What follows belongs to an exercise in optimizing a design on an open flow for small area; a production flow would make more cautious choices. Only simulation tests tie the RTL to the original design; equivalence was not proved. Power figures rest on the tool's default switching activity, not on a simulated workload.

$ cat design/flow/constraint.sdc
create_clock -name core_clock -period 5.0 [get_ports {trn_clk_c}]
set_input_delay 1.0000 -clock core_clock [delete_from_list [all_inputs] [get_ports {trn_clk_c}]]
set_output_delay 1.0000 -clock core_clock [all_outputs]
set_load 0.01 [all_outputs]
$ cat design/flow/config.mk
export PLATFORM = sky130hd
export DESIGN_NAME = ep_user_app
export DESIGN_NICKNAME = ep_user_app
export VERILOG_FILES = /design/flow/design.v
export SDC_FILE = /design/flow/constraint.sdc
export NUM_CORES = 4
export LEC_CHECK = 0
export CAP_MARGIN = 0
export CORE_MARGIN = 2
export CORE_UTILIZATION = 75
export CTS_BUF_LIST = sky130_fd_sc_hd__clkbuf_4 sky130_fd_sc_hd__clkbuf_8
export SLEW_MARGIN = 0
$ cat design/flow/flow/run.sh
#!/bin/bash
# ORFS layout through the standard.sh, with these changes:
#  - synthesis: no Kogge-Stone carry map, no full/half-adder cell map, and an
#    area-leaning ABC script (flow/abc_area.script); registers are unchanged
#  - port buffers use the smallest buffer cell
#  - clock tree synthesis without dummy loads
set -euo pipefail
W=$(pwd)
export MY_ABC_SCRIPT=$W/flow/abc_area.script
export BUFFER_PORTS_ARGS="-buffer_cell sky130_fd_sc_hd__buf_1"
bash standard.sh \
  "SYNTH_SCRIPT=$W/flow/synth.tcl" \
  "SYNTH_OPERATIONS_ARGS=-nofsm" \
  "ADDER_MAP_FILE=" \
  "BUFFER_PORTS_ARGS=$BUFFER_PORTS_ARGS" \
  "CTS_ARGS=-sink_clustering_enable -repair_clock_nets -dont_use_dummy_load -buf_list {sky130_fd_sc_hd__clkbuf_4 sky130_fd_sc_hd__clkbuf_8}" \
  finish > standard_flow.log 2>&1
$ cat design/flow/flow/synth.tcl
proc synth {args} { yosys synth -nofsm -noshare {*}$args }
proc abc {args} {
  set i [lsearch -exact $args -script]
  if {$i >= 0 && [info exists ::env(MY_ABC_SCRIPT)] && $::env(MY_ABC_SCRIPT) ne ""} {
    set args [lreplace $args [expr {$i + 1}] [expr {$i + 1}] $::env(MY_ABC_SCRIPT)]
  }
  yosys abc {*}$args
}
source $::env(SCRIPTS_DIR)/synth.tcl
# left out here: clear keep_hierarchy, flatten, clean up, hide names made inside functions, write 1_2_yosys.v
$ cat design/flow/design.v
`default_nettype none
package ep_reg_pkg;
  typedef logic [16-1:0] reg_addr_t;
  typedef logic [32-1:0] reg_data_t;
  typedef struct packed {
    reg_addr_t addr;
    logic      wren;      
    reg_data_t wr_data;   
  } reg_req_t;
endpackage
`default_nettype wire
`default_nettype none
package ep_dma_pkg;
  typedef logic [64-1:0] dma_word_t;
  typedef logic [$clog2(16):0] tx_level_t;
endpackage
`default_nettype wire
`timescale 1ns/1ns
`default_nettype none
module ep_user_app (
  input  wire logic                  trn_clk_c,
  input  wire logic                  rst_n,
  input  wire logic                  link_up_n,
  input  wire logic                  req,
  input  wire logic [48:0]           reg_req,    
  output logic                       ack,
  output logic [31:0]                rd_data,
  output logic                       tx_valid,
  output logic [63:0]                tx_data,
  input  wire logic                  tx_ready
);
  logic        clr;
  logic [15:0] addr;
  logic        wren;
  logic [31:0] wr_data;
  assign clr     = !rst_n || link_up_n;
  assign addr    = reg_req[48:33];
  assign wren    = reg_req[32];
  assign wr_data = reg_req[31:0];
  logic [1:0] st;
  logic       cmd_valid;
  always_ff @(posedge trn_clk_c) begin
    if (clr) begin
      st <= 2'b00;
    end else begin
      st[0] <= !st[1] && (st[0] || req);
      st[1] <= st[0] || (st[1] && req);
    end
  end
  assign cmd_valid = st[0] && !st[1];
  assign ack       = st[1] && !st[0];
  logic        ctrl_en;
  logic [31:0] scratch;
  logic        hit_ctrl, hit_scr, hit_lo, hit_hi, hit_id;
  logic        sel_scr, sel_id, rd_one;    
  assign hit_ctrl = (addr == 16'h0000);
  assign hit_scr  = (addr == 16'h0001);
  assign hit_lo   = (addr == 16'h0002);
  assign hit_hi   = (addr == 16'h0003);
  assign hit_id   = (addr == 16'h0220);
  logic [31:0] wd;
  assign wd = clr ? 32'b0 : wr_data;
  logic [31:0] scratch_n;
  always_ff @(posedge trn_clk_c) begin
    if (clr || (cmd_valid && wren && hit_ctrl)) ctrl_en <= wd[0];
    if (clr || (cmd_valid && wren && hit_scr))  scratch_n <= ~wd;
  end
  assign scratch = ~scratch_n;
  always_ff @(posedge trn_clk_c) begin
    if (cmd_valid) begin
      sel_scr <= !wren && hit_scr;
      sel_id  <= !wren && hit_id;
      rd_one  <= !wren && hit_ctrl && ctrl_en;
    end
  end
  assign rd_data = ({32{sel_scr}} & scratch)
                 | ({32{sel_id}} & 32'h8888_7777)
                 | {31'b0, rd_one};
  logic [63:0] head;
  logic [3:0]  level;
  logic        push;
  logic [1:0]  pat_load;
  logic        go, pop;
  logic [3:0]  addend;
  logic [63:0] sum;
  assign pat_load[0] = cmd_valid && wren && hit_lo;
  assign pat_load[1] = cmd_valid && wren && hit_hi;
  assign tx_valid = (level != 4'd0);
  assign pop      = tx_valid && tx_ready;
  assign go       = ctrl_en && !(level >= 4'(16 - 2));
  assign addend = (pat_load != 2'b00) ? (level + {3'b0, push}) : {3'b0, pop};
  logic [4:0]  lo_sum;
  logic [14:0] grp_ones;                  
  logic [15:0] below_ones;                
  logic [59:0] run_ones;                  
  assign lo_sum = {1'b0, head[3:0]} + {1'b0, addend};
  always_comb begin
    below_ones[0] = 1'b1;
    for (int k = 0; k < 15; k++) begin
      grp_ones[k]       = &head[4*k+4 +: 4];
      below_ones[k + 1] = below_ones[k] & grp_ones[k];
    end
    for (int k = 0; k < 15; k++) begin
      run_ones[4*k]     = below_ones[k];
      run_ones[4*k + 1] = below_ones[k] & head[4*k+4];
      run_ones[4*k + 2] = below_ones[k] & (&head[4*k+4 +: 2]);
      run_ones[4*k + 3] = below_ones[k] & (&head[4*k+4 +: 3]);
    end
  end
  assign sum = {head[63:4] ^ ({60{lo_sum[4]}} & run_ones), lo_sum[3:0]};
  always_ff @(posedge trn_clk_c) begin
    head[31:0]  <= (clr || pat_load[0]) ? wd : sum[31:0];
    head[63:32] <= (clr || pat_load[1]) ? wd : sum[63:32];
    if (clr) begin
      level <= '0;
      push  <= 1'b0;
    end else begin
      if (pat_load != 2'b00) begin
        level <= '0;
        push  <= 1'b0;
      end else begin
        level <= level + {3'b0, push} - {3'b0, pop};
        push  <= go;
      end
    end
  end
  assign tx_data = head;
endmodule
`default_nettype wire
$ cat design/flow/standard.sh
#!/bin/bash
# synth_recipe.tcl (not shown) runs the flow's synth.tcl, then flattens the netlist and writes it again
# the make line also repeats each setting of config.mk as NAME=value (left out here)
make -C /OpenROAD-flow-scripts/flow DESIGN_CONFIG=/design/flow/config.mk WORK_HOME=/design/flow/orfs CLKGATE_MAP_FILE= SYNTH_SCRIPT=/design/flow/synth_recipe.tcl "${@:-finish}"
$ cat design/flow/flow/abc_area.script
strash
dc2
strash
&get -n
&st
&syn3
&dc2
&dch -f
&nf -a -R 1000
&put
strash
dc2
strash
&get -n
&st
&dch -f
&nf -a -R 1000
&put
topo
==> results.toml, run 1 <==
[status]
status = "did not finish"
lastStage = "detailed placement (3_5_place_dp)"
error = "[ERROR DPL-0038] Utilization greater than 100%, impossible to legalize"

[synth]
synth_compound_area_share_pct = 17.76
synth-xor-area-share_pct = 10.04
seq_area_frac_synth_pct = 55.14
synth_cell_types = 30
synth_fa_ha_area_share_pct = 0.4411
synth_top_family_by_area = "compound AO/OA/AOI/OAI gates"
synth_seq_cells = 107
synth_nets = 503
ys_async_sr_fraction_pct = 0
synth_mux_area_share_pct = 0.2206
synthFlopType = "dfxtp_1"
synth-simple-area-share_pct = 14.92
synth_cells = 449
syn_avg_cell_area_um2 = 10.11
synth-edff-count = 36
synth_area_um2 = 4538
yosysWarningCount = 1

[die]
core.rowCount = 28
fp.dieW_um = 81.79
start_util_pct = 77.10
chipHeight_um = 81.79
io-pin-count = 152

[placement]
io_buffers = 151
place.gp.congestion = 0.8607
synthesized netlist by cell type, drive strengths merged (5+ instances only):
library cell / number / area share, %
nor2: 46 / 3.8
clkinv: 18 / 1.5
nand2: 66 / 5.5
xor2: 7 / 1.4
edfxtp: 36 / 24
o21bai: 15 / 2.5
nand3: 22 / 2.4
xnor2: 45 / 8.7
a21oi: 8 / 0.88
a22oi: 60 / 9.9
a21o: 16 / 2.6
nor4: 6 / 0.83
o21ai: 5 / 0.55
dfxtp: 71 / 31
worst min-delay path by stage:
stage                   start    end  cells after the start
after global placement  st[1]  st[0]                      2
after floorplan         st[1]  st[0]                      1
stage by stage:
step              cells  hold slack (ps)  power, mW  TNS [ps]  setup slack [ps]
floorplan           449            421.6      1.000    -56310             -3129
global placement    742            499.4      1.053    -48630             -2774
power by group through the flow:
| stage | combinational, mW | sequential (mW) | clock [mW] |
|---|---|---|---|
| global placement | 0.102 | 0.951 | 0 |
| floorplan | 0.0496 | 0.951 | 0 |
cells by family after synthesis:
group	Yosys count
buffers and inverters	18
flip-flops	107
XOR/XNOR	52
adder cells (fa/ha/maj)	2
AND/OR/NAND/NOR	157
multiplexers	1
AO/OA/AOI/OAI	112
==> run 2, diff against run 1 <==
==> design/flow/flow/abc_area.script (replaced) <==
strash
&get -n
&st
&syn3
&dch -f
&nf -a -R 2000 -E 1000
&put
topo
==> design/flow/config.mk (replaced) <==
export PLATFORM = sky130hd
export DESIGN_NAME = ep_user_app
export DESIGN_NICKNAME = ep_user_app
export VERILOG_FILES = /design/flow/design.v
export SDC_FILE = /design/flow/constraint.sdc
export NUM_CORES = 4
export LEC_CHECK = 0
export CAP_MARGIN = 20
export CORE_MARGIN = 2
export CORE_UTILIZATION = 70
export CTS_BUF_LIST = sky130_fd_sc_hd__clkbuf_4 sky130_fd_sc_hd__clkbuf_8
export SLEW_MARGIN = 20
==> results.toml, run 2 <==
[status]
status = "finished clean"

[critical_path]
critPathMaxStageDelay_ps = 390
end_kind = "flop"
setup.worst_path.class = "input port to flop"
cp_data_required_time_ps = 5250
crit_cells = 23
cp.arrival_ps = 4820
startpoint_type = "input port"
slowest_stage = "maj3_1"
crit_chain = "buf_1 > nor4_2 > nand2_1 > nor3_2 > nand2_1 > nor3_4 > nand3_2 > mux2i_2 > nand2_1 > o21ai_1 > maj3_1 > maj3_2 > and3_1 > and4_1 > nand2_1 > nor2_1 > and2_0 > nand2_1 > nor2_2 > buf_4 > or2_0 > nand3_1 > o21ai_0"
rr_worst_depth = 19
cp_top_family = "simple AND/OR/NAND/NOR gates"
crit_buf_inv = 2
cp_common_cell = "nand2_1"
crit_fanout = 5

[placement]
hpwlAfterDp_um = 9089
place.gp.congestion = 0.8587
io_buffers = 151

[synth]
synth-edff-count = 36
synth_nets = 547
synthFlopType = "dfxtp_1"
ys_async_sr_fraction_pct = 0
syn_avg_cell_area_um2 = 9.426
synth-xor-area-share_pct = 5.466
synth_cells = 493
synth_cell_types = 34
yosysWarningCount = 1
post-synth-top-area-cell = "dfxtp_1"
synth_seq_cells = 107
seq_area_frac_synth_pct = 53.85
synth_fa_ha_area_share_pct = 0.4308
synth_compound_area_share_pct = 15.72
synth_top_area_share_pct = 30.59
synth_mux_area_share_pct = 0.4308
synth_top_family_by_area = "simple AND/OR/NAND/NOR gates"
synth-simple-area-share_pct = 23.86
synth_area_leaders = "dfxtp_1, edfxtp_1, nand2_1"
netlist_top_cells_count = "dfxtp_1, nand2_1, nor2_1, o21ai_0, edfxtp_1"
synth_area_um2 = 4647

[global_routing]
antenna_found_initial = 0
grt_usage_pct = 35.25
grt_start_max_net_pins = 42
grt_remaining_overflow = 0
grt_pass1_wl_um = 20200
grt_pass1_vias = 4342

[timing]
finalCritPeriodShare_pct = 91.32
hold_viol = 0
whs_ps = 491.4
worstMarginPinSlew_ps = 1101
rsz0062_at_grt = "no"
skew_ps = 23.65
timing.fmax_ghz = 0.2190
slew_viol_final = 0
timing.final.crit_period_ps = 4566
max-slew-margin-rel_pct = 26.35
final-setup-viol-count = 0

[finish]
largest_reg_flops = 64
largestRegisters = "head (64), scratch_n (32), level (4)"
area_delta_synth_final_pct = 20.14
final_common_cell = "buf_1"
final_cell_mix = "buf_1, nand2_1, dfxtp_1, nor2_1, o21ai_0"
largest_register = "head"
num-nets-final = 721
fillers = 367
drive_gt1_share_pct = 4.662
n_antenna_cell = 0
fin_util_pct = 87.42

[detailed_routing]
viasPerCell = 6.301
ant_nets = 0
wl_per_cell_um = 17.49
first_pass_iters = 6
routed_wl_um = 12980
num_vias = 4675
drc = 0
drt_iter0_markers = 343

[die]
core.rowCount = 29
fp.dieW_um = 85.48
die_area_um2 = 7306
chipHeight_um = 85.48
io-pin-count = 152
core-area_um2 = 6386
start_util_pct = 72.77

[flow_run]
maxCapViolCount = 0

[cts]
path_clk_slew_ps = 100
postCtsSetupRepairBufs = 0
cts_made_buffers = 9
htreeDepth = 3
postCtsHoldBufs = 0
cts-root-buf = "clkbuf_8"
cts_tree = "yes"
clock_latency_ps = 360
clk_path_buf_depth = 2
clock_sinks = 107

[hold_path]
hold_path.class = "flop to flop"
hold_path_depth = 1

[pwr]
peakVddDrop_uv = 231.2
p_leak_nw = 1.890
p_per_area_nw_per_um2 = 279.1
power_mw = 1.558
[run 2: cell count changes after synthesis, sizes merged, moves of 14 or more]
cell and change:
nand4 +14, xnor2 -21, o32ai +16, o21ai +41
a21oi +20, a21o -15, clkinv -15, a22oi -60
[run 2: path summary, 6_finish.rpt]
kind | slack [ps] | to | startpoint
worst max-delay path | 430 | head[60] | reg_req[46]
worst min-delay path | 490 | st[0] | st[1]
worst max register to register | 960 | head[60] | st[0]
worst min register to register | 490 | st[0] | st[1]
[run 2: what timing repair did]
item / 4_1_cts / 5_1_grt
gates resized for setup: 0 / 8
setup endpoints to repair: 0 / 22
hold endpoints to repair: 0 / 0
[run 2: worst reg2reg max path, delay by kind of cell (launching register included)]
kind | cells | cell delay, ps
simple gates | 13 | 2290
buf+inv | 1 | 140
mux | 1 | 210
flops | 1 | 370
fa+ha+maj | 2 | 720
compound gates | 2 | 210
[run 2: kinds of logic after synthesis]
logic type	count (synthesis)
AOI/OAI and AO/OA	120
DFF	107
adders and majority gates	2
xor gates and xnor gates	29
buffers and inverters	3
and+or+nand+nor	230
muxes	2
[run 2: area by class of cell]
cell class	instances	area (um^2)	area share (%)
flip-flops and latches	107	2502	44.82
multi-input cells	383	2192	39.26
repair buffers	163	656.9	11.77
clock buffers	9	123.9	2.219
well taps	77	96.34	1.726
inverters	3	11.26	0.2017
[run 2: through the flow]
step	setup TNS [ps]	worst slack, ps	std cells	instance area, um^2
2_1_floorplan	0	62.93	493	4653
4_1_cts	0	61.55	742	5549
5_1_grt	0	64.04	742	5583
3_3_place_gp	0	99.21	733	5425
3_5_place_dp	-835.3	-235.4	733	5425
6_report	0	434.0	742	5583
[run 2: routing by layer]
| layer | part of all wire, % | vias to the layer above | track usage [%] | routed length [um] |
|---|---|---|---|---|
| met5 | 0 | - | 0 | 0 |
| met4 | 3.1 | 0 | 13.85 | 406 |
| met3 | 10 | 51 | 5.739 | 1340 |
| met2 | 48 | 330 | 60.51 | 6253 |
| met1 | 38 | 2142 | 44.62 | 4980 |
| li1 | - | 2152 | - | - |
[run 2: where the power goes]
| part | switching (mW) | internal [mW] | total (mW) |
|---|---|---|---|
| registers | 0.0376 | 0.946 | 0.983 |
| logic | 0.103 | 0.0577 | 0.161 |
| clock network | 0.252 | 0.162 | 0.414 |
==> run 3, diff against run 2 <==
--- a/design/flow/config.mk
+++ b/design/flow/config.mk
@@ -7,6 +7,6 @@
 export LEC_CHECK = 0
 export CAP_MARGIN = 20
 export CORE_MARGIN = 2
-export CORE_UTILIZATION = 70
+export CORE_UTILIZATION = 65
 export CTS_BUF_LIST = sky130_fd_sc_hd__clkbuf_4 sky130_fd_sc_hd__clkbuf_8
 export SLEW_MARGIN = 20
==> results.toml, run 3 <==
[die]
core-area_um2 = 6869
start_util_pct = 67.65
core.rowCount = 30
io-pin-count = 152
chipHeight_um = 88.55
fp.dieW_um = 88.55
die_area_um2 = 7841

[placement]
hpwlAfterDp_um = 8650
io_buffers = 151
place.gp.congestion = 0.8713
placedCellCount = 753

[pwr]
p_leak_nw = 1.910
peakVddDrop_uv = 196.2
p_per_area_nw_per_um2 = 276.9

[critical_path]
setup.worst_path.class = "input port to flop"
cp_data_required_time_ps = 5290
end_kind = "flop"
startpoint_type = "input port"
crit_fanout = 5
cp.arrival_ps = 4860

[timing]
timing.final.crit_period_ps = 4573
slew_viol_final = 0
timing.fmax_ghz = 0.2187
max-slew-margin-rel_pct = 31.63
final-setup-viol-count = 0
finalCritPeriodShare_pct = 91.46
hold_viol = 0
worstMarginPinSlew_ps = 1019
skew_ps = 35.44
whs_ps = 461.4

[synth]
synth-edff-count = 36
synth_top_family_by_area = "simple AND/OR/NAND/NOR gates"
synth_compound_area_share_pct = 15.72
syn_avg_cell_area_um2 = 9.426
synth_cells = 493
synth-xor-area-share_pct = 5.466
synth-simple-area-share_pct = 23.86
seq_area_frac_synth_pct = 53.85
synth_seq_cells = 107
post-synth-top-area-cell = "dfxtp_1"
synthFlopType = "dfxtp_1"
synth_cell_types = 34
synth_area_leaders = "dfxtp_1, edfxtp_1, nand2_1"
synth_area_um2 = 4647
netlist_top_cells_count = "dfxtp_1, nand2_1, nor2_1, o21ai_0, edfxtp_1"
synth_top_area_share_pct = 30.59
synth_mux_area_share_pct = 0.4308
synth_fa_ha_area_share_pct = 0.4308
synth_nets = 547
yosysWarningCount = 1
ys_async_sr_fraction_pct = 0

[finish]
largestRegisters = "head (64), scratch_n (32), level (4)"
fillers = 476
regArea_um2 = 2502
multi_input_area_um2 = 2171
stdcell_count = 763
largest_reg_flops = 64
n_antenna_cell = 0
final_common_cell = "buf_1"
final_cell_mix = "buf_1, nand2_1, dfxtp_1, nor2_1, o21ai_0"
drive_gt1_share_pct = 4.498
largest_register = "head"
area_delta_synth_final_pct = 20.95
num-nets-final = 723
fin_util_pct = 81.82

[detailed_routing]
ant_nets = 0
num_vias = 4529
routed_wl_um = 12360
drc = 0
first_pass_iters = 5
wl_per_cell_um = 16.20
viasPerCell = 5.936
drt_iter0_markers = 343

[global_routing]
antenna_found_initial = 0
grt_usage_pct = 30.91
grt_remaining_overflow = 0
grt_pass1_wl_um = 18850
grt_pass1_vias = 4027
grt_start_max_net_pins = 33

[cts]
clk_path_buf_depth = 2
postCtsHoldBufs = 0
cts_tree = "yes"
postCtsSetupRepairBufs = 0
clock_sinks = 107
cts-root-buf = "clkbuf_8"
clock_latency_ps = 360
path_clk_slew_ps = 110
cts_made_buffers = 9
htreeDepth = 3

[hold_path]
hold_path.class = "flop to flop"

[flow_run]
maxCapViolCount = 0

[status]
status = "finished clean"
[run 3: cell counts after synthesis]
No cell type changed its count.
[run 3: cells by family after synthesis]
logic type | Yosys count
DFF | 107
muxes | 2
AOI/OAI and AO/OA | 120
buffers and inverters | 3
xor gates and xnor gates | 29
adders and majority gates | 2
and+or+nand+nor | 230
[run 3: final timing paths]
kind	start	cells past startpoint	slack [ps]	endpoint
setup / recovery	reg_req[37]	23	430	head[63]
setup reg to reg	st[0]	19	1110	head[63]
hold / removal	st[1]	1	460	st[0]
hold reg to reg	st[1]	1	460	st[0]
[run 3: through the flow]
step	area, um^2	worst slack [ps]	power, mW	TNS (ps)
after CTS	5580	218.1	1.553	0
after floorplan	4653	62.93	1.082	0
final	5620	426.8	1.556	0
after global routing	5620	-3.076	1.608	-3.076
after detailed placement	5456	-111.3	1.159	-343.8
after global placement	5456	104.3	1.152	0
[run 3: critical path, cell delays in order]
cell	delay (ps)
buf_1	70
nor4_1	280
nand2_1	90
nor3_1	170
nand2_1	140
nor3_2	210
nand3_2	180
mux2i_1	260
nand2_1	150
o21ai_1	200
maj3_1	230
maj3_2	210
and3_1	230
and4_1	250
nand2_1	80
nor2_1	130
and2_0	170
nand2_1	110
nor2_2	160
nand4_1	140
xnor2_1	170
nor2_1	60
a21oi_1	160
[run 3: per-layer routing]
| layer | up-vias | part of all wire (%) | track usage, % | routed length, um |
|---|---|---|---|---|
| met5 | - | 0 | 0 | 0 |
| met1 | 2096 | 41 | 40.43 | 5066 |
| met2 | 245 | 48 | 52.08 | 5973 |
| li1 | 2165 | - | - | - |
| met3 | 23 | 8.5 | 5.037 | 1051 |
| met4 | 0 | 2.2 | 11.29 | 272 |
[run 3: final cells by class]
| class | count | share of cell area [%] |
|---|---|---|
| clock buffers | 9 | 2.204 |
| inverters | 3 | 0.2004 |
| multi-input cells | 383 | 38.62 |
| flip-flops and latches | 107 | 44.52 |
| well taps | 96 | 2.137 |
| repair buffers | 165 | 12.31 |
[run 3: timing repair]
action | 4_1_cts | 5_1_grt
gates resized for setup | 0 | 4
setup endpoints to repair | 0 | 6
endpoints found under the hold margin | 0 | 0
[run 3: where the power goes]
part | internal, mW | switching, mW
logic | 0.0602 | 0.103
registers | 0.946 | 0.0361
clock network | 0.162 | 0.249
==> run 4, diff against run 3 <==
==> design/flow/config.mk (replaced) <==
export PLATFORM = sky130hd
export DESIGN_NAME = ep_user_app
export DESIGN_NICKNAME = ep_user_app
export VERILOG_FILES = /design/flow/design.v
export SDC_FILE = /design/flow/constraint.sdc
export NUM_CORES = 4
export LEC_CHECK = 0
export CAP_MARGIN = 5
export CORE_MARGIN = 2
export CORE_UTILIZATION = 70
export CTS_BUF_LIST = sky130_fd_sc_hd__clkbuf_4 sky130_fd_sc_hd__clkbuf_8
export SLEW_MARGIN = 5
==> results.toml, run 4 <==
[critical_path]
cp_top_family = "simple AND/OR/NAND/NOR gates"
slowest_stage = "maj3_1"
cp.arrival_ps = 4820
startpoint_type = "input port"
cp_data_required_time_ps = 5250
end_kind = "flop"
cp_common_cell = "nand2_1"
setup.worst_path.class = "input port to flop"
crit_buf_inv = 2
crit_chain = "buf_1 > nor4_2 > nand2_1 > nor3_2 > nand2_1 > nor3_4 > nand3_2 > mux2i_2 > nand2_1 > o21ai_1 > maj3_1 > maj3_2 > and3_1 > and4_1 > nand2_1 > nor2_1 > and2_0 > nand2_1 > nor2_2 > buf_4 > or2_0 > nand3_1 > o21ai_0"
critPathMaxStageDelay_ps = 390
crit_fanout = 5

[global_routing]
grt_pass1_vias = 4342
antenna_found_initial = 0
grt_remaining_overflow = 0
grt_usage_pct = 35.25
grt_start_max_net_pins = 42
grt_pass1_wl_um = 20200

[cts]
clock_sinks = 107
cts_tree = "yes"
cts-root-buf = "clkbuf_8"
clock_latency_ps = 360
postCtsHoldBufs = 0
path_clk_slew_ps = 100
clk_path_buf_depth = 2
htreeDepth = 3
cts_made_buffers = 9

[synth]
ys_async_sr_fraction_pct = 0
syn_avg_cell_area_um2 = 9.426
seq_area_frac_synth_pct = 53.85
synth_area_leaders = "dfxtp_1, edfxtp_1, nand2_1"
synth_seq_cells = 107
synth_cells = 493
synth_cell_types = 34
synthFlopType = "dfxtp_1"
netlist_top_cells_count = "dfxtp_1, nand2_1, nor2_1, o21ai_0, edfxtp_1"
post-synth-top-area-cell = "dfxtp_1"
yosysWarningCount = 1
synth-edff-count = 36
synth_nets = 547
synth_top_area_share_pct = 30.59
synth_area_um2 = 4647

[finish]
final_cell_mix = "buf_1, nand2_1, dfxtp_1, nor2_1, o21ai_0"
largestRegisters = "head (64), scratch_n (32), level (4)"
area_delta_synth_final_pct = 20.14
largest_reg_flops = 64
n_antenna_cell = 0
largest_register = "head"
num-nets-final = 721
drive_gt1_share_pct = 4.662
final_common_cell = "buf_1"
stdcell_count = 742

[die]
core-area_um2 = 6386
die_area_um2 = 7306
fp.dieW_um = 85.48
start_util_pct = 72.77
core.rowCount = 29
io-pin-count = 152
chipHeight_um = 85.48

[timing]
slew_viol_final = 0
final-setup-viol-count = 0
worstMarginPinSlew_ps = 1101
rsz0062_at_grt = "no"
whs_ps = 491.4
skew_ps = 23.65
hold_viol = 0
timing.final.crit_period_ps = 4566
timing.fmax_ghz = 0.2190
fin_setup_tns_ps = 0
max-slew-margin-rel_pct = 26.35
finalCritPeriodShare_pct = 91.32
layout_setup_ws_ps = 434.0

[detailed_routing]
viasPerCell = 6.301
drt_iter0_markers = 343
drc = 0
first_pass_iters = 6
wl_per_cell_um = 17.49
routed_wl_um = 12980
num_vias = 4675
ant_nets = 0

[hold_path]
hold_path.class = "flop to flop"

[status]
status = "finished clean"

[pwr]
p_per_area_nw_per_um2 = 279.1
peakVddDrop_uv = 231.2
p_leak_nw = 1.890
power_mw = 1.558

[flow_run]
maxCapViolCount = 0

[placement]
io_buffers = 151
place.gp.congestion = 0.8587
pre_cts_slack_ps = -235.4
hpwlAfterDp_um = 9089
placedCellCount = 733
[run 4: cell counts after synthesis]
Identical to the previous run, type by type.
[run 4: logic make-up after synthesis]
kind of cell,after synthesis,share of synthesized area (%)
flops,107,53.85
compound gates,120,15.72
xor+xnor,29,5.466
buf+inv,3,0.2423
mux,2,0.4308
fa+ha+maj,2,0.4308
simple gates,230,23.86
[run 4: routing by layer]
layer | track usage, % | vias to the layer above | part of all wire [%]
met5 | 0 | - | 0
met3 | 5.739 | 51 | 10
li1 | - | 2152 | -
met1 | 44.62 | 2142 | 38
met4 | 13.85 | 0 | 3.1
met2 | 60.51 | 330 | 48
[run 4: final timing paths]
path                                  start  endpoint  slack (ps)  cells after the start
worst max register to register        st[0]  head[60]         960                     19
worst max-delay path            reg_req[46]  head[60]         430                     23
worst min-delay path                  st[1]     st[0]         490                      1
worst min register to register        st[1]     st[0]         490                      1
[run 4: through the flow]
stage               utilization [%]  area [um^2]
global route                  87.42         5583
floorplan                         -         4653
detailed placement            84.95         5425
global placement              84.95         5425
CTS                           86.89         5549
finish                        87.42         5583
[run 4: area by class of cell]
class | instances | area [um^2]
clock buffers | 9 | 123.9
well taps | 77 | 96.34
fillers | 367 | 803.3
flip-flops and latches | 107 | 2502
inverters | 3 | 11.26
multi-input cells | 383 | 2192
repair buffers | 163 | 656.9
[run 4: where the power goes]
part | switching (mW) | internal, mW | total, mW
combinational | 0.103 | 0.0577 | 0.161
clock | 0.252 | 0.162 | 0.414
sequential | 0.0376 | 0.946 | 0.983
[run 4: worst reg2reg max path: cells and delay by family (launching register included)]
family,cells,cell delay (ps)
adders and majority gates,2,720
AOI/OAI and AO/OA,2,210
and+or+nand+nor,13,2290
DFF,1,370
muxes,1,210
buffers and inverters,1,140
[run 4: repair_timing]
action                                  4_1_cts  5_1_grt
gates resized for setup                       0        8
setup buffers                                 0        0
endpoints found under the setup margin        0       22
==> run 5, diff against run 4 <==
--- a/design/flow/config.mk
+++ b/design/flow/config.mk
@@ -5,8 +5,8 @@
 export SDC_FILE = /design/flow/constraint.sdc
 export NUM_CORES = 4
 export LEC_CHECK = 0
-export CAP_MARGIN = 5
+export CAP_MARGIN = 10
 export CORE_MARGIN = 2
 export CORE_UTILIZATION = 70
 export CTS_BUF_LIST = sky130_fd_sc_hd__clkbuf_4 sky130_fd_sc_hd__clkbuf_8
-export SLEW_MARGIN = 5
+export SLEW_MARGIN = 10
==> results.toml, run 5 <==
[status]
status = "finished clean"

[cts]
cts_tree = "yes"
postCtsSetupRepairBufs = 0
cts-root-buf = "clkbuf_8"
clock_latency_ps = 360
clock_sinks = 107
clk_path_buf_depth = 2
cts_made_buffers = 9
path_clk_slew_ps = 100
htreeDepth = 3

[synth]
synth_cells = 493
synth_cell_types = 34
ys_async_sr_fraction_pct = 0
post-synth-top-area-cell = "dfxtp_1"
synth_area_um2 = 4647
synth_top_area_share_pct = 30.59
synth_nets = 547
seq_area_frac_synth_pct = 53.85
yosysWarningCount = 1
synth_seq_cells = 107
synth-edff-count = 36
synthFlopType = "dfxtp_1"
netlist_top_cells_count = "dfxtp_1, nand2_1, nor2_1, o21ai_0, edfxtp_1"
syn_avg_cell_area_um2 = 9.426
synth_area_leaders = "dfxtp_1, edfxtp_1, nand2_1"

[detailed_routing]
num_vias = 4675
first_pass_iters = 6
drc = 0
routed_wl_um = 12980
viasPerCell = 6.301
ant_nets = 0
drt_iter0_markers = 343
wl_per_cell_um = 17.49

[critical_path]
cp.arrival_ps = 4820
startpoint_type = "input port"
cp_data_required_time_ps = 5250
crit_fanout = 5
setup.worst_path.class = "input port to flop"
end_kind = "flop"

[global_routing]
antenna_found_initial = 0
grt_usage_pct = 35.25
grt_pass1_wl_um = 20200
grt_remaining_overflow = 0
grt_start_max_net_pins = 42
grt_pass1_vias = 4342

[placement]
io_buffers = 151
hpwlAfterDp_um = 9089
place.gp.congestion = 0.8587

[timing]
whs_ps = 491.4
rsz0062_at_grt = "no"
timing.fmax_ghz = 0.2190
worstMarginPinSlew_ps = 1101
slew_viol_final = 0
skew_ps = 23.65
finalCritPeriodShare_pct = 91.32
max-slew-margin-rel_pct = 26.35
hold_viol = 0
final-setup-viol-count = 0
timing.final.crit_period_ps = 4566

[pwr]
peakVddDrop_uv = 231.2
p_leak_nw = 1.890
p_per_area_nw_per_um2 = 279.1
power_mw = 1.558

[finish]
drive_gt1_share_pct = 4.662
area_delta_synth_final_pct = 20.14
largestRegisters = "head (64), scratch_n (32), level (4)"
n_antenna_cell = 0
final_common_cell = "buf_1"
final_cell_mix = "buf_1, nand2_1, dfxtp_1, nor2_1, o21ai_0"
largest_reg_flops = 64
largest_register = "head"
num-nets-final = 721

[die]
die_area_um2 = 7306
core-area_um2 = 6386
chipHeight_um = 85.48
fp.dieW_um = 85.48
core.rowCount = 29
start_util_pct = 72.77
io-pin-count = 152

[hold_path]
hold_path.class = "flop to flop"

[flow_run]
maxCapViolCount = 0
==> run 5: area by class of cell <==
type	instances	area (um^2)
sequential	107	2502
timing repair buffer	163	656.9
multi-input combinational	383	2192
clock buffer	9	123.9
inverter	3	11.26
tap	77	96.34
fill	367	803.3
==> run 5: kinds of logic after synthesis <==
| kind of cell | Yosys count | share of synthesized area [%] |
|---|---|---|
| AOI/OAI and AO/OA | 120 | 15.72 |
| xor gates and xnor gates | 29 | 5.466 |
| adders and majority gates | 2 | 0.4308 |
| buffers and inverters | 3 | 0.2423 |
| DFF | 107 | 53.85 |
| muxes | 2 | 0.4308 |
| and+or+nand+nor | 230 | 23.86 |
==> run 5: routing by layer <==
metal / vias to the layer above / global-route usage (%) / share of wire, %
li1: 2152 / - / -
met1: 2142 / 44.62 / 38
met2: 330 / 60.51 / 48
met3: 51 / 5.739 / 10
met4: 0 / 13.85 / 3.1
met5: - / 0 / 0
==> run 5: timing repair <==
item                       4_1_cts  5_1_grt
resized for setup                0        8
hold buffers                     0        0
hold endpoints to repair         0        0
setup endpoints to repair        0       22
==> run 5: power by group <==
part           internal, mW  switching (mW)  total (mW)
clock                 0.162           0.252       0.414
combinational        0.0577           0.103       0.161
sequential            0.946          0.0376       0.983
total                  1.17           0.393        1.56
==> run 5: worst paths after layout <==
check | startpoint | to | slack (ps) | depth (start not counted)
setup / recovery | reg_req[46] | head[60] | 430 | 23
hold / removal | st[1] | st[0] | 490 | 1
setup reg to reg | st[0] | head[60] | 960 | 19
hold reg to reg | st[1] | st[0] | 490 | 1
==> run 5: stage by stage <==
step           instance area (um^2)  instances  TNS, ps  setup slack (ps)  utilization [%]
2_1_floorplan                  4653        493        0             62.93                -
3_3_place_gp                   5425        733        0             99.21            84.95
3_5_place_dp                   5425        733   -835.3            -235.4            84.95
4_1_cts                        5549        742        0             61.55            86.89
5_1_grt                        5583        742        0             64.04            87.42
6_report                       5583        742        0             434.0            87.42
==> run 5: worst max-delay path: stages <==
cell,delay [ps]
buf_1,80
nor4_2,260
nand2_1,90
nor3_2,130
nand2_1,150
nor3_4,220
nand3_2,190
mux2i_2,200
nand2_1,170
o21ai_1,120
maj3_1,390
maj3_2,330
and3_1,210
and4_1,230
nand2_1,90
nor2_1,50
and2_0,170
nand2_1,140
nor2_2,70
buf_4,140
or2_0,200
nand3_1,90
o21ai_0,80
==> run 6, diff against run 5 <==
--- a/design/flow/config.mk
+++ b/design/flow/config.mk
@@ -7,6 +7,6 @@
 export LEC_CHECK = 0
 export CAP_MARGIN = 10
 export CORE_MARGIN = 2
-export CORE_UTILIZATION = 70
+export CORE_UTILIZATION = 60
 export CTS_BUF_LIST = sky130_fd_sc_hd__clkbuf_4 sky130_fd_sc_hd__clkbuf_8
 export SLEW_MARGIN = 10
==> results.toml, run 6 <==
[synth]
yosysWarningCount = 1
synth_nets = 547
synth-edff-count = 36
post-synth-top-area-cell = "dfxtp_1"
synthFlopType = "dfxtp_1"
synth_cells = 493
seq_area_frac_synth_pct = 53.85
ys_async_sr_fraction_pct = 0
synth_area_um2 = 4647
synth_top_area_share_pct = 30.59
synth_seq_cells = 107
synth_area_leaders = "dfxtp_1, edfxtp_1, nand2_1"
syn_avg_cell_area_um2 = 9.426
netlist_top_cells_count = "dfxtp_1, nand2_1, nor2_1, o21ai_0, edfxtp_1"
synth_cell_types = 34

[critical_path]
cp_common_cell = "nand2_1"
startpoint_type = "input port"
setup.worst_path.class = "input port to flop"
end_kind = "flop"
cp.arrival_ps = 4830
rr_endpoint = "head[63]"
rrSetupSlack_ps = 1050
cp_data_required_time_ps = 5230
critPathMaxStageDelay_ps = 330
crit_buf_inv = 1
crit_chain = "buf_1 > nor4_1 > nand2_1 > nor3_1 > nand2_1 > nor3_2 > nand3_2 > nor3_2 > nor2_1 > o21ai_0 > maj3_1 > maj3_2 > and3_1 > and4_1 > nand2_1 > nor2_1 > and2_0 > nand2_1 > nor2_2 > nand4_1 > xnor2_1 > nor2_1 > a21oi_1"
rr_worst_depth = 19
cp_top_family = "simple AND/OR/NAND/NOR gates"
slowest_stage = "nor3_2"
crit_fanout = 5
worst_r2r_startpoint = "st[0]"

[timing]
skew_ps = 37.68
max-slew-margin-rel_pct = 24.51
timing.fmax_ghz = 0.2171
hold_viol = 0
timing.final.crit_period_ps = 4607
worstMarginPinSlew_ps = 1128
whs_ps = 464.2
slew_viol_final = 0
finalCritPeriodShare_pct = 92.14
final-setup-viol-count = 0
rsz0062_at_grt = "no"

[die]
core-area_um2 = 7607
core.rowCount = 32
fp.dieW_um = 92.01
io-pin-count = 152
chipHeight_um = 92.01
die_area_um2 = 8465
start_util_pct = 61.09

[global_routing]
grt_start_max_net_pins = 33
grt_pass1_wl_um = 19300
grt_pass1_vias = 4065
grt_usage_pct = 29.06
grt_remaining_overflow = 0
antenna_found_initial = 0

[pwr]
swShare_pct = 25.28
p_int_mw = 1.167
pwr-share-clk_pct = 26.9
seqPwrFrac_pct = 62.9
p_leak_nw = 1.915
p_per_area_nw_per_um2 = 277.4
peakVddDrop_uv = 184.6
comb_power_share_pct = 10.2
p_sw_mw = 0.3948

[placement]
hpwlAfterDp_um = 8898
io_buffers = 151
place.gp.congestion = 0.8685
placedCellCount = 763

[hold_path]
min_to = "st[0]"
hold_path.class = "flop to flop"
hold_path_depth = 1
hold_start = "st[1]"

[finish]
final_common_cell = "buf_1"
largest_register = "head"
drive_gt1_share_pct = 4.925
n_antenna_cell = 0
stdcell_count = 772
largest_reg_flops = 64
num-nets-final = 726
final_cell_mix = "buf_1, nand2_1, dfxtp_1, nor2_1, o21ai_0"
largestRegisters = "head (64), scratch_n (32), level (4)"
area_delta_synth_final_pct = 21.16

[cts]
cts-root-buf = "clkbuf_8"
clk_path_buf_depth = 2
cts_made_buffers = 9
htreeDepth = 3
path_clk_slew_ps = 90
clock_latency_ps = 380
clock_sinks = 107
cts_tree = "yes"
postCtsSetupRepairBufs = 0

[detailed_routing]
viasPerCell = 5.614
first_pass_iters = 5
wl_per_cell_um = 15.93
ant_nets = 0
num_vias = 4334
routed_wl_um = 12300
drc = 0
drt_iter0_markers = 269

[status]
status = "finished clean"

[flow_run]
maxCapViolCount = 0
[run 6: logic make-up after synthesis]
group	share of synthesized area [%]
simple gates	23.86
fa+ha+maj	0.4308
mux	0.4308
compound gates	15.72
xor+xnor	5.466
flops	53.85
buf+inv	0.2423
[run 6: area by class of cell]
class / count / area [um^2]
inverters: 3 / 11.26
clock buffers: 9 / 123.9
well taps: 102 / 127.6
repair buffers: 168 / 694.4
multi-input cells: 383 / 2171
flip-flops and latches: 107 / 2502
fillers: 641 / 1977
[run 6: per-stage QoR]
| step | util [%] | power (mW) | cell area, um^2 | TNS (ps) | setup WS [ps] |
|---|---|---|---|---|---|
| after global placement | 72.22 | 1.154 | 5494 | 0 | 138.1 |
| after global routing | 74.01 | 1.614 | 5630 | 0 | 30.10 |
| after floorplan | - | 1.082 | 4653 | 0 | 62.93 |
| after CTS | 73.85 | 1.567 | 5618 | 0 | 280.0 |
| final | 74.01 | 1.562 | 5630 | 0 | 393.2 |
| after detailed placement | 72.22 | 1.161 | 5494 | -172.1 | -93.30 |
[run 6: worst max-delay path by stage]
stage	start	end	cells after the start
finish	reg_req[37]	head[63]	23
global route	reg_req[37]	head[63]	23
CTS	reg_req[37]	head[63]	23
detailed placement	reg_req[37]	head[63]	23
global placement	reg_req[37]	head[63]	23
floorplan	reg_req[37]	head[62]	22
[run 6: timing repair]
action,CTS,global route
resized for setup,0,3
hold buffers,0,0
setup endpoints to repair,0,4
[run 6: power groups by stage]
stage | sequential, mW | combinational (mW) | clock (mW)
after detailed placement | 1.00 | 0.160 | 0
after global placement | 0.999 | 0.156 | 0
after global routing | 0.987 | 0.177 | 0.450
after floorplan | 1.00 | 0.0788 | 0
after CTS | 0.981 | 0.160 | 0.426
final | 0.982 | 0.160 | 0.420
[run 6: metal layers]
metal / up-vias / global-route usage, % / routed length [um]
li1: 2168 / - / -
met2: 156 / 48.84 / 5956
met5: - / 0 / 0
met3: 18 / 4.519 / 759
met1: 1992 / 38.03 / 5348
met4: 0 / 11.07 / 232
==> run 7, diff against run 6 <==
--- a/design/flow/config.mk
+++ b/design/flow/config.mk
@@ -7,6 +7,6 @@
 export LEC_CHECK = 0
 export CAP_MARGIN = 10
 export CORE_MARGIN = 2
-export CORE_UTILIZATION = 60
+export CORE_UTILIZATION = 68
 export CTS_BUF_LIST = sky130_fd_sc_hd__clkbuf_4 sky130_fd_sc_hd__clkbuf_8
 export SLEW_MARGIN = 10
==> results.toml, run 7 <==
[synth]
yosysWarningCount = 1
synth_nets = 547
synth_cells = 493
netlist_top_cells_count = "dfxtp_1, nand2_1, nor2_1, o21ai_0, edfxtp_1"
synth_area_leaders = "dfxtp_1, edfxtp_1, nand2_1"
ys_async_sr_fraction_pct = 0
synth_top_area_share_pct = 30.59
synth_area_um2 = 4647
synth-edff-count = 36
post-synth-top-area-cell = "dfxtp_1"
synth_seq_cells = 107
syn_avg_cell_area_um2 = 9.426
synthFlopType = "dfxtp_1"
synth_cell_types = 34
seq_area_frac_synth_pct = 53.85

[global_routing]
grt_pass1_wl_um = 19370
grt_remaining_overflow = 0
antenna_found_initial = 0
grt_start_max_net_pins = 33
grt_usage_pct = 33.24
grt_pass1_vias = 4137

[timing]
max-slew-margin-rel_pct = 22.72
finalCritPeriodShare_pct = 90.57
worstMarginPinSlew_ps = 1155
skew_ps = 32.32
timing.final.crit_period_ps = 4529
final-setup-viol-count = 0
slew_viol_final = 0
whs_ps = 497.2
rsz0062_at_grt = "no"
hold_viol = 0
timing.fmax_ghz = 0.2208

[cts]
postCtsSetupRepairBufs = 0
cts_tree = "yes"
cts-root-buf = "clkbuf_8"
path_clk_slew_ps = 100
htreeDepth = 3
cts_made_buffers = 9
postCtsHoldBufs = 0
clock_sinks = 107
clk_path_buf_depth = 2
clock_latency_ps = 360

[placement]
hpwlAfterDp_um = 8643
dpl_cell_area_um2 = 5444
place.gp.congestion = 0.8656
io_buffers = 151

[critical_path]
cp_data_required_time_ps = 5220
cp.arrival_ps = 4750
critPathMaxStageDelay_ps = 280
crit_fanout = 5
end_kind = "flop"
startpoint_type = "input port"
setup.worst_path.class = "input port to flop"
crit_chain = "buf_1 > nor4_1 > nand2_1 > nor3_1 > nand2_1 > nor3_2 > nand3_2 > mux2i_2 > nand2_1 > o21ai_1 > maj3_1 > maj3_2 > and3_1 > and4_1 > nand2_1 > nor2_1 > and2_0 > nand2_1 > nor2_4 > nand4_1 > xnor2_1 > nor2_1 > a21oi_1"
slowest_stage = "nor4_1"
cp_common_cell = "nand2_1"

[finish]
fillers = 440
largestRegisters = "head (64), scratch_n (32), level (4)"
drive_gt1_share_pct = 4.648
fin_util_pct = 83.28
num-nets-final = 723
n_antenna_cell = 0
largest_register = "head"
area_delta_synth_final_pct = 20.41
final_common_cell = "buf_1"
regArea_um2 = 2502
final_cell_mix = "buf_1, nand2_1, dfxtp_1, nor2_1, o21ai_0"
final_area_um2 = 5595
largest_reg_flops = 64
multi_input_area_um2 = 2186

[hold_path]
hold_path.class = "flop to flop"

[detailed_routing]
first_pass_iters = 5
viasPerCell = 6.145
drc = 0
wl_per_cell_um = 17.04
routed_wl_um = 12730
drt_iter0_markers = 324
ant_nets = 0
num_vias = 4590

[flow_run]
maxCapViolCount = 0

[pwr]
power_mw = 1.565
p_per_area_nw_per_um2 = 279.7
peakVddDrop_uv = 158.6
p_leak_nw = 1.894

[die]
io-pin-count = 152
core.rowCount = 30
core-area_um2 = 6719
die_area_um2 = 7511
start_util_pct = 69.16
chipHeight_um = 86.67
fp.dieW_um = 86.67

[status]
status = "finished clean"
## run 7: kinds of logic (layout without fill, tap and decap cells)
family,count (synthesis),in the layout,share of synthesized area (%)
flops,107,107,53.85
compound gates,120,120,15.72
buf+inv,3,177,0.2423
mux,2,2,0.4308
simple gates,230,230,23.86
fa+ha+maj,2,2,0.4308
xor+xnor,29,29,5.466
## run 7: area by class of cell
class                           instances  share of cell area [%]
Inverter                                3                  0.2013
Multi-Input combinational cell        383                   39.07
Sequential cell                       107                   44.72
Clock buffer                            9                   2.214
Timing Repair Buffer                  165                   12.01
Tap cell                               80                   1.789
## run 7: power breakdown
part	internal, mW	switching (mW)
sequential	0.946	0.0373
clock	0.163	0.259
combinational	0.0581	0.102
total	1.17	0.399
## run 7: per-layer routing
| layer | vias up | track usage (%) | share of wire [%] |
|---|---|---|---|
| met5 | - | 0 | 0 |
| met2 | 259 | 54.34 | 48 |
| met1 | 2144 | 42.70 | 41 |
| li1 | 2150 | - | - |
| met3 | 37 | 5.524 | 8.1 |
| met4 | 0 | 17.05 | 2.8 |
## run 7: worst paths after layout
kind | from | to | slack (ps) | cells past startpoint
hold reg to reg | st[1] | st[0] | 500 | 1
setup reg to reg | head[5] | head[63] | 950 | 19
hold / removal | st[1] | st[0] | 500 | 1
setup / recovery | reg_req[46] | head[63] | 470 | 23
## run 7: through the flow
stage / setup TNS (ps) / instances / setup slack, ps
5_1_grt: 0 / 747 / 62.24
6_report: 0 / 747 / 471.5
4_1_cts: 0 / 747 / 177.5
3_5_place_dp: -405.3 / 738 / -180.6
2_1_floorplan: 0 / 493 / 62.93
3_3_place_gp: 0 / 738 / 75.34
## run 7: worst max-delay path, delay by kind of cell
family                   cells  cell delay, ps
adder cells (fa/ha/maj)      2             450
AND/OR/NAND/NOR             16            2590
multiplexers                 1             240
buffers and inverters        1              70
AO/OA/AOI/OAI                2             250
XOR/XNOR                     1             140
## run 7: what timing repair did
item	CTS	global route
setup endpoints to repair	0	6
endpoints found under the hold margin	0	0
resized for setup	0	7
==> run 8, diff against run 7 <==
--- a/design/flow/config.mk
+++ b/design/flow/config.mk
@@ -7,6 +7,6 @@
 export LEC_CHECK = 0
 export CAP_MARGIN = 10
 export CORE_MARGIN = 2
-export CORE_UTILIZATION = 68
+export CORE_UTILIZATION = 65
 export CTS_BUF_LIST = sky130_fd_sc_hd__clkbuf_4 sky130_fd_sc_hd__clkbuf_8
 export SLEW_MARGIN = 10
==> results.toml, run 8 <==
[critical_path]
cp_data_required_time_ps = 5220
cp_top_family = "simple AND/OR/NAND/NOR gates"
cp.arrival_ps = 4810
slowest_stage = "nor4_1"
cp_common_cell = "nand2_1"
crit_fanout = 5
rrSetupSlack_ps = 1090
setup.worst_path.class = "input port to flop"
end_kind = "flop"
crit_buf_inv = 1
critPathMaxStageDelay_ps = 280
crit_path_start = "reg_req[37]"
startpoint_type = "input port"
crit_chain = "buf_1 > nor4_1 > nand2_1 > nor3_1 > nand2_1 > nor3_2 > nand3_2 > mux2i_1 > nand2_1 > o21ai_1 > maj3_1 > maj3_2 > and3_1 > and4_1 > nand2_1 > nor2_1 > and2_0 > nand2_1 > nor2_2 > nand4_1 > xnor2_1 > nor2_1 > a21oi_1"
worst_r2r_startpoint = "st[0]"

[cts]
clk_path_buf_depth = 2
cts_made_buffers = 9
postCtsHoldBufs = 0
postCtsSetupRepairBufs = 0
clock_latency_ps = 370
htreeDepth = 3
cts-root-buf = "clkbuf_8"
cts_tree = "yes"
clock_sinks = 107
path_clk_slew_ps = 110
cts_resized = 0

[synth]
ys_async_sr_fraction_pct = 0
synth-edff-count = 36
synth_cells = 493
synth_nets = 547
syn_avg_cell_area_um2 = 9.426
netlist_top_cells_count = "dfxtp_1, nand2_1, nor2_1, o21ai_0, edfxtp_1"
synth_top_area_share_pct = 30.59
synth_seq_cells = 107
synth_area_um2 = 4647
post-synth-top-area-cell = "dfxtp_1"
yosysWarningCount = 1
synth_cell_types = 34
synthFlopType = "dfxtp_1"
synth_area_leaders = "dfxtp_1, edfxtp_1, nand2_1"
seq_area_frac_synth_pct = 53.85

[finish]
stdcell_count = 762
drive_gt1_share_pct = 4.354
final_cell_mix = "buf_1, nand2_1, dfxtp_1, nor2_1, o21ai_0"
largest_register = "head"
final_common_cell = "buf_1"
fin_util_pct = 81.42
final_area_um2 = 5593
area_delta_synth_final_pct = 20.36
multi_input_area_um2 = 2171
fillers = 486
largest_reg_flops = 64
largestRegisters = "head (64), scratch_n (32), level (4)"
num-nets-final = 722
regArea_um2 = 2502
n_antenna_cell = 0

[detailed_routing]
wl_per_cell_um = 16.23
drt_iter0_markers = 321
drc = 0
routed_wl_um = 12360
ant_nets = 0
first_pass_iters = 5
num_vias = 4491
viasPerCell = 5.894

[die]
io-pin-count = 152
core.rowCount = 30
fp.dieW_um = 88.55
die_area_um2 = 7841
start_util_pct = 67.65
chipHeight_um = 88.55
core-area_um2 = 6869

[hold_path]
hold_path.class = "flop to flop"
hold_start = "st[1]"

[timing]
layout_setup_ws_ps = 408.8
max-slew-margin-rel_pct = 24.17
timing.fmax_ghz = 0.2178
hold_viol = 0
finalCritPeriodShare_pct = 91.82
whs_ps = 462.6
worstMarginPinSlew_ps = 1133
final-setup-viol-count = 0
timing.final.crit_period_ps = 4591
skew_ps = 37.07
slew_viol_final = 0

[placement]
place.gp.congestion = 0.8713
placedCellCount = 753
io_buffers = 151
pre_cts_slack_ps = -111.3
dpl_cell_area_um2 = 5456
hpwlAfterDp_um = 8650

[global_routing]
grt_start_max_net_pins = 33
antenna_found_initial = 0
grt_remaining_overflow = 0
grt_pass1_wl_um = 18850
grt_pass1_vias = 4027
grt_usage_pct = 30.91

[pwr]
peakVddDrop_uv = 196.0
p_leak_nw = 1.896
p_per_area_nw_per_um2 = 278.0

[flow_run]
maxCapViolCount = 0

[status]
status = "finished clean"
==> run 8: cells by family after synthesis <==
kind of cell               count (synthesis)  synth area share (%)
muxes                                      2                0.4308
AOI/OAI and AO/OA                        120                 15.72
buffers and inverters                      3                0.2423
adders and majority gates                  2                0.4308
and+or+nand+nor                          230                 23.86
DFF                                      107                 53.85
xor gates and xnor gates                  29                 5.466
==> run 8: worst paths after layout <==
| check | endpoint | depth (start not counted) |
|---|---|---|
| setup reg to reg | head[63] | 19 |
| setup / recovery | head[63] | 23 |
| hold reg to reg | st[0] | 1 |
| hold / removal | st[0] | 1 |
==> run 8: per-layer routing <==
metal,GRT usage (%),vias to the layer above,wire [um]
li1,-,2158,-
met1,40.43,2097,5200
met2,52.08,216,5955
met3,5.037,20,966
met4,11.29,0,242
met5,0,-,0
==> run 8: per-stage QoR <==
stage,power (mW),setup TNS [ps]
after floorplan,1.082,0
after global placement,1.152,0
after detailed placement,1.159,-343.8
after CTS,1.553,0
after global routing,1.606,-3.076
final,1.555,0
==> run 8: worst register-to-register path, cell delays in order, from the launching register on <==
cell and delay (ps):
dfxtp_1 370, nor2b_1 360, and2_0 230, nand3_2 150, mux2i_1 260, nand2_1 160
o21ai_1 210, maj3_1 230, maj3_2 210, and3_1 230, and4_1 250, nand2_1 80
nor2_1 130, and2_0 160, nand2_1 120, nor2_2 160, nand4_1 140, xnor2_1 150
nor2_1 110, a21oi_1 70
==> run 8: cell type report <==
cell class	count	area share (%)
flip-flops and latches	107	44.74
inverters	3	0.2013
clock buffers	9	2.215
well taps	96	2.148
repair buffers	164	11.88
multi-input cells	383	38.81
==> run 8: report_power, final <==
group          internal [mW]  switching, mW  total, mW  leakage, nW
Combinational         0.0580          0.102      0.160        0.916
Sequential             0.946         0.0362      0.982        0.916
Clock                  0.162          0.250      0.412       0.0647
==> run 9, diff against run 8 <==
==> design/flow/flow/abc_area.script (replaced) <==
strash
&get -n
&st
&syn3
&dch -f
&nf -a -R 1000
&st
&dch -f
&nf -a -R 1000
&put
topo
==> results.toml, run 9 <==
[die]
fp.dieW_um = 88.18
chipHeight_um = 88.18
start_util_pct = 67.42
core-area_um2 = 6832
die_area_um2 = 7775
io-pin-count = 152
core.rowCount = 30

[global_routing]
grtUsageMet1_pct = 43.65
grt_remaining_overflow = 0
use_met3_pct = 6.126
grt_usage_pct = 33.53
antenna_found_initial = 0
grt.met2_usage_pct = 54.68
grt_pass1_wl_um = 20110
grt_pass1_vias = 4218
grt-busiest-layer = "met2"
grt_start_max_net_pins = 33

[critical_path]
cp.arrival_ps = 4940
cp_data_required_time_ps = 5250
startpoint_type = "input port"
crit_fanout = 5
end_kind = "flop"
rrSetupSlack_ps = 1070
setup.worst_path.class = "input port to flop"

[cts]
path_clk_slew_ps = 80
clk_path_buf_depth = 2
clock_sinks = 107
clock_latency_ps = 360
cts-root-buf = "clkbuf_8"
cts_tree = "yes"
htreeDepth = 3
cts_made_buffers = 9

[finish]
largest_reg_flops = 64
fillers = 468
fin_util_pct = 82.64
largest_register = "head"
stdcell_count = 764
final_area_um2 = 5645
drive_gt1_share_pct = 6.287
area_delta_synth_final_pct = 22.58
final_cell_mix = "buf_1, dfxtp_1, nor2_1, nand2_1, o21ai_0"
n_antenna_cell = 0
final_common_cell = "buf_1"
num-nets-final = 724
largestRegisters = "head (64), scratch_n (32), level (4)"

[synth]
synth_area_um2 = 4606
syn_avg_cell_area_um2 = 9.438
yosysWarningCount = 1
synth_seq_cells = 107
synth_most_common_cell = "dfxtp_1"
post-synth-top-area-cell = "dfxtp_1"
synth-edff-count = 36
netlist_top_cells_count = "dfxtp_1, nor2_1, nand2_1, o21ai_0"
ys_async_sr_fraction_pct = 0
synth_cells = 488
seq_area_frac_synth_pct = 54.33
synth_top_area_share_pct = 30.86
synth_cell_types = 33
synth_area_leaders = "dfxtp_1, edfxtp_1, o32ai_1"
synthFlopType = "dfxtp_1"
synth_nets = 542

[placement]
place.gp.congestion = 0.9079
hpwlAfterDp_um = 9510
io_buffers = 151
pre_cts_slack_ps = -66.93
dpl_cell_area_um2 = 5492
placedCellCount = 755

[flow_run]
maxCapViolCount = 0

[timing]
hold_viol = 0
finalCritPeriodShare_pct = 93.71
timing.fmax_ghz = 0.2134
max-slew-margin-rel_pct = 22.65
skew_ps = 22.83
timing.final.crit_period_ps = 4686
layout_setup_ws_ps = 314.4
rsz0062_at_grt = "no"
final-setup-viol-count = 0
whs_ps = 459.0
fin_setup_tns_ps = 0
slew_viol_final = 0
worstMarginPinSlew_ps = 1156

[detailed_routing]
viasPerCell = 6.268
num_vias = 4789
drt_iter0_markers = 352
routed_wl_um = 13270
wl_per_cell_um = 17.37
first_pass_iters = 5
ant_nets = 0
drc = 0

[hold_path]
hold_path.class = "flop to flop"

[status]
status = "finished clean"

[pwr]
p_per_area_nw_per_um2 = 262.5
p_leak_nw = 1.878
power_mw = 1.482
peakVddDrop_uv = 182.0
==> run 9: report_power, final <==
part           switching, mW  internal [mW]
registers             0.0172          0.930
clock network          0.253          0.162
logic                 0.0798         0.0395
==> run 9: kinds of logic after synthesis <==
kind of cell,synth area share (%)
flops,54.33
xor+xnor,2.282
simple gates,22.30
buf+inv,0.8151
compound gates,20.05
fa+ha+maj,0.2173
==> run 9: worst paths after layout <==
path / from / cells past startpoint / endpoint
worst max-delay path: reg_req[46] / 24 / head[46]
worst min-delay path: st[1] / 1 / st[0]
worst max register to register: st[0] / 20 / head[46]
worst min register to register: st[1] / 1 / st[0]
==> run 9: worst max-delay path: stages <==
cell and delay, ps:
buf_1 80, nor4_1 270, nand3_1 120, or3_1 350, nor3_2 150, and4_4 240
a21oi_1 40, a21oi_1 160, nand2_1 100, maj3_1 410, nor2_2 140, a21oi_1 60
nor2_1 100, nor2_1 80, buf_4 160, nor3_4 130, nand2_2 100, nor4_4 170
and3_4 230, and2_0 140, and3_2 220, and3_1 190, nor2_1 50, o32ai_1 240
==> run 9: routing by layer <==
metal	vias up	wire, um	part of all wire (%)
met2	279	6426	48
li1	2224	-	-
met5	-	0	0
met3	43	1224	9.2
met1	2243	5151	39
met4	0	467	3.5
==> run 9: layout make-up <==
cell class | instances | area (um^2) | share of cell area [%]
clock buffer | 9 | 123.9 | 2.194
timing repair buffer | 171 | 716.9 | 12.70
sequential | 107 | 2502 | 44.33
tap | 96 | 120.1 | 2.128
inverter | 10 | 37.54 | 0.6649
multi-input combinational | 371 | 2145 | 37.99
==> run 9: what timing repair did <==
| item | in CTS | in global routing |
|---|---|---|
| buffers inserted | 0 | 0 |
| endpoints found under the setup margin | 0 | 4 |
| hold buffers | 0 | 0 |
| resized for setup | 0 | 7 |
==> run 10, diff against run 9 <==
==> design/flow/flow/abc_area.script (replaced) <==
strash
&get -n
&st
&syn3
&dch -f
&nf -a -R 2000 -E 1000
&put
topo
--- a/design/flow/config.mk
+++ b/design/flow/config.mk
@@ -9,4 +9,5 @@
 export CORE_MARGIN = 2
 export CORE_UTILIZATION = 65
 export CTS_BUF_LIST = sky130_fd_sc_hd__clkbuf_4 sky130_fd_sc_hd__clkbuf_8
+export GPL_ROUTABILITY_DRIVEN = 0
 export SLEW_MARGIN = 10
==> results.toml, run 10 <==
[status]
status = "finished clean"

[global_routing]
grt_pass1_vias = 4027
grt_pass1_wl_um = 18850
grt_usage_pct = 30.91
grt_remaining_overflow = 0
grt_start_max_net_pins = 33
antenna_found_initial = 0

[finish]
final_area_um2 = 5593
fillers = 486
final_common_cell = "buf_1"
final_cell_mix = "buf_1, nand2_1, dfxtp_1, nor2_1, o21ai_0"
largest_reg_flops = 64
largest_register = "head"
num-nets-final = 722
drive_gt1_share_pct = 4.354
largestRegisters = "head (64), scratch_n (32), level (4)"
area_delta_synth_final_pct = 20.36
n_antenna_cell = 0

[flow_run]
maxCapViolCount = 0

[critical_path]
startpoint_type = "input port"
end_kind = "flop"
worst_r2r_startpoint = "st[0]"
crit_path_start = "reg_req[37]"
cp.arrival_ps = 4810
cp_data_required_time_ps = 5220
rr_worst_depth = 19
crit_fanout = 5
setup.worst_path.class = "input port to flop"
rrSetupSlack_ps = 1090
rr_endpoint = "head[63]"

[detailed_routing]
drc = 0
first_pass_iters = 5
viasPerCell = 5.894
routed_wl_um = 12360
ant_nets = 0
drt_iter0_markers = 321
wl_per_cell_um = 16.23
num_vias = 4491

[timing]
whs_ps = 462.6
timing.final.crit_period_ps = 4591
skew_ps = 37.07
hold_viol = 0
fin_setup_tns_ps = 0
worstMarginPinSlew_ps = 1133
slew_viol_final = 0
final-setup-viol-count = 0
max-slew-margin-rel_pct = 24.17
layout_setup_ws_ps = 408.8
finalCritPeriodShare_pct = 91.82
timing.fmax_ghz = 0.2178

[die]
die_area_um2 = 7841
core.rowCount = 30
start_util_pct = 67.65
chipHeight_um = 88.55
io-pin-count = 152
fp.dieW_um = 88.55
core-area_um2 = 6869

[synth]
synth_fa_ha_area_share_pct = 0.4308
synth_nets = 547
synth-edff-count = 36
post-synth-top-area-cell = "dfxtp_1"
netlist_top_cells_count = "dfxtp_1, nand2_1, nor2_1, o21ai_0, edfxtp_1"
ys_async_sr_fraction_pct = 0
synth_cell_types = 34
synth_top_family_by_area = "simple AND/OR/NAND/NOR gates"
synth-simple-area-share_pct = 23.86
yosysWarningCount = 1
synth_area_leaders = "dfxtp_1, edfxtp_1, nand2_1"
synth_mux_area_share_pct = 0.4308
synth_seq_cells = 107
synth_cells = 493
syn_avg_cell_area_um2 = 9.426
synth_compound_area_share_pct = 15.72
synth-xor-area-share_pct = 5.466
synth_area_um2 = 4647
synth_top_area_share_pct = 30.59
synthFlopType = "dfxtp_1"
seq_area_frac_synth_pct = 53.85

[cts]
clock_latency_ps = 370
cts_tree = "yes"
cts-root-buf = "clkbuf_8"
clock_sinks = 107
postCtsHoldBufs = 0
htreeDepth = 3
path_clk_slew_ps = 110
clk_path_buf_depth = 2
cts_made_buffers = 9

[placement]
pre_cts_slack_ps = -111.3
dpl_cell_area_um2 = 5456
io_buffers = 151
hpwlAfterDp_um = 8650

[hold_path]
hold_path_depth = 1
hold_path.class = "flop to flop"
hold_start = "st[1]"
min_to = "st[0]"

[pwr]
p_leak_nw = 1.896
peakVddDrop_uv = 196.0
power_mw = 1.555
p_per_area_nw_per_um2 = 278.0
run 10: logic make-up (layout without fill, tap and decap cells):
family	after synthesis	in the layout
AO/OA/AOI/OAI	120	120
buffers and inverters	3	176
AND/OR/NAND/NOR	230	230
adder cells (fa/ha/maj)	2	2
XOR/XNOR	29	29
flip-flops	107	107
multiplexers	2	2
run 10: how the worst max path moves through the flow:
stage | endpoint | slack (ps) | depth (start not counted)
detailed placement | head[63] | -110 | 23
global placement | head[63] | 100 | 23
floorplan | head[62] | 60 | 22
global route | head[63] | -3 | 23
finish | head[63] | 410 | 23
CTS | head[63] | 220 | 23
run 10: power breakdown:
part	leakage, nW	internal, mW	switching (mW)
Clock	0.0647	0.162	0.250
Sequential	0.916	0.946	0.0362
Combinational	0.916	0.0580	0.102
Total	1.90	1.17	0.388
run 10: per-layer routing:
metal | part of all wire (%) | vias up | wire [um] | GRT usage, %
met1 | 42 | 2097 | 5200 | 40.43
met5 | 0 | - | 0 | 0
met4 | 2.0 | 0 | 242 | 11.29
met3 | 7.8 | 20 | 966 | 5.037
met2 | 48 | 216 | 5955 | 52.08
li1 | - | 2158 | - | -
run 10: critical path, stage by stage:
cell and delay [ps]:
buf_1 70, nor4_1 280, nand2_1 90, nor3_1 170, nand2_1 140, nor3_2 210, nand3_2 180, mux2i_1 260
nand2_1 160, o21ai_1 210, maj3_1 230, maj3_2 210, and3_1 230, and4_1 250, nand2_1 80, nor2_1 130
and2_0 160, nand2_1 120, nor2_2 160, nand4_1 140, xnor2_1 150, nor2_1 110, a21oi_1 70
run 10: final cells by class:
cell class                      instances  area, um^2  area share, %
Clock buffer                            9       123.9          2.215
Timing Repair Buffer                  164       664.4          11.88
Tap cell                               96       120.1          2.148
Multi-Input combinational cell        383        2171          38.81
Inverter                                3       11.26         0.2013
Sequential cell                       107        2502          44.74
run 10: stage by stage:
step / std cells / utilization (%)
5_1_grt: 762 / 81.42
4_1_cts: 762 / 81.24
2_1_floorplan: 493 / -
6_report: 762 / 81.42
3_3_place_gp: 753 / 79.44
3_5_place_dp: 753 / 79.44
run 10: repair_timing:
item | CTS | global route
resized for setup | 0 | 4
buffers inserted | 0 | 0
endpoints found under the setup margin | 0 | 6
hold endpoints to repair | 0 | 0

[re-timing with driven ports]
Ports are ideal in the flow. The routed layouts listed here were re-timed in OpenROAD.
Step 1: set_driving_cell puts a clkbuf_16 on trn_clk_c and a buf_2 on each other input, an assumption about the parent block.
Step 2, shift: input delay + t, output delay - t, t = (earliest + latest rising clock arrival at the registers) / 2. This alone moves slack from input paths to output paths.
Slacks: ideal / step 1 / step 2; pairs: ideal / step 1.
run | t, ns | setup WS [ns] | worst setup path after step 2 | worst data-port slew with drivers (ns)
run 2 | 0.384 | 0.434 / 0.439 / 0.055 | input to register | 0.04
run 3 | 0.376 | 0.427 / 0.431 / 0.056 | input to register | 0.05
run 4 | 0.384 | 0.434 / 0.439 / 0.055 | input to register | 0.04
run 5 | 0.384 | 0.434 / 0.439 / 0.055 | input to register | 0.04
run 6 | 0.397 | 0.393 / 0.404 / 0.007 | input to register | 0.04
run 7 | 0.379 | 0.471 / 0.480 / 0.101 | input to register | 0.04
run 8 | 0.376 | 0.409 / 0.414 / 0.038 | input to register | 0.04
run 9 | 0.385 | 0.314 / 0.323 / -0.061 | input to register | 0.05
run 10 | 0.376 | 0.409 / 0.414 / 0.038 | input to register | 0.04
Met with ideal ports but missed after step 2: setup timing in run 9. The setup slack of run 6, which loses most, moves by +0.011 ns with the drivers and by -0.386 ns with both steps.
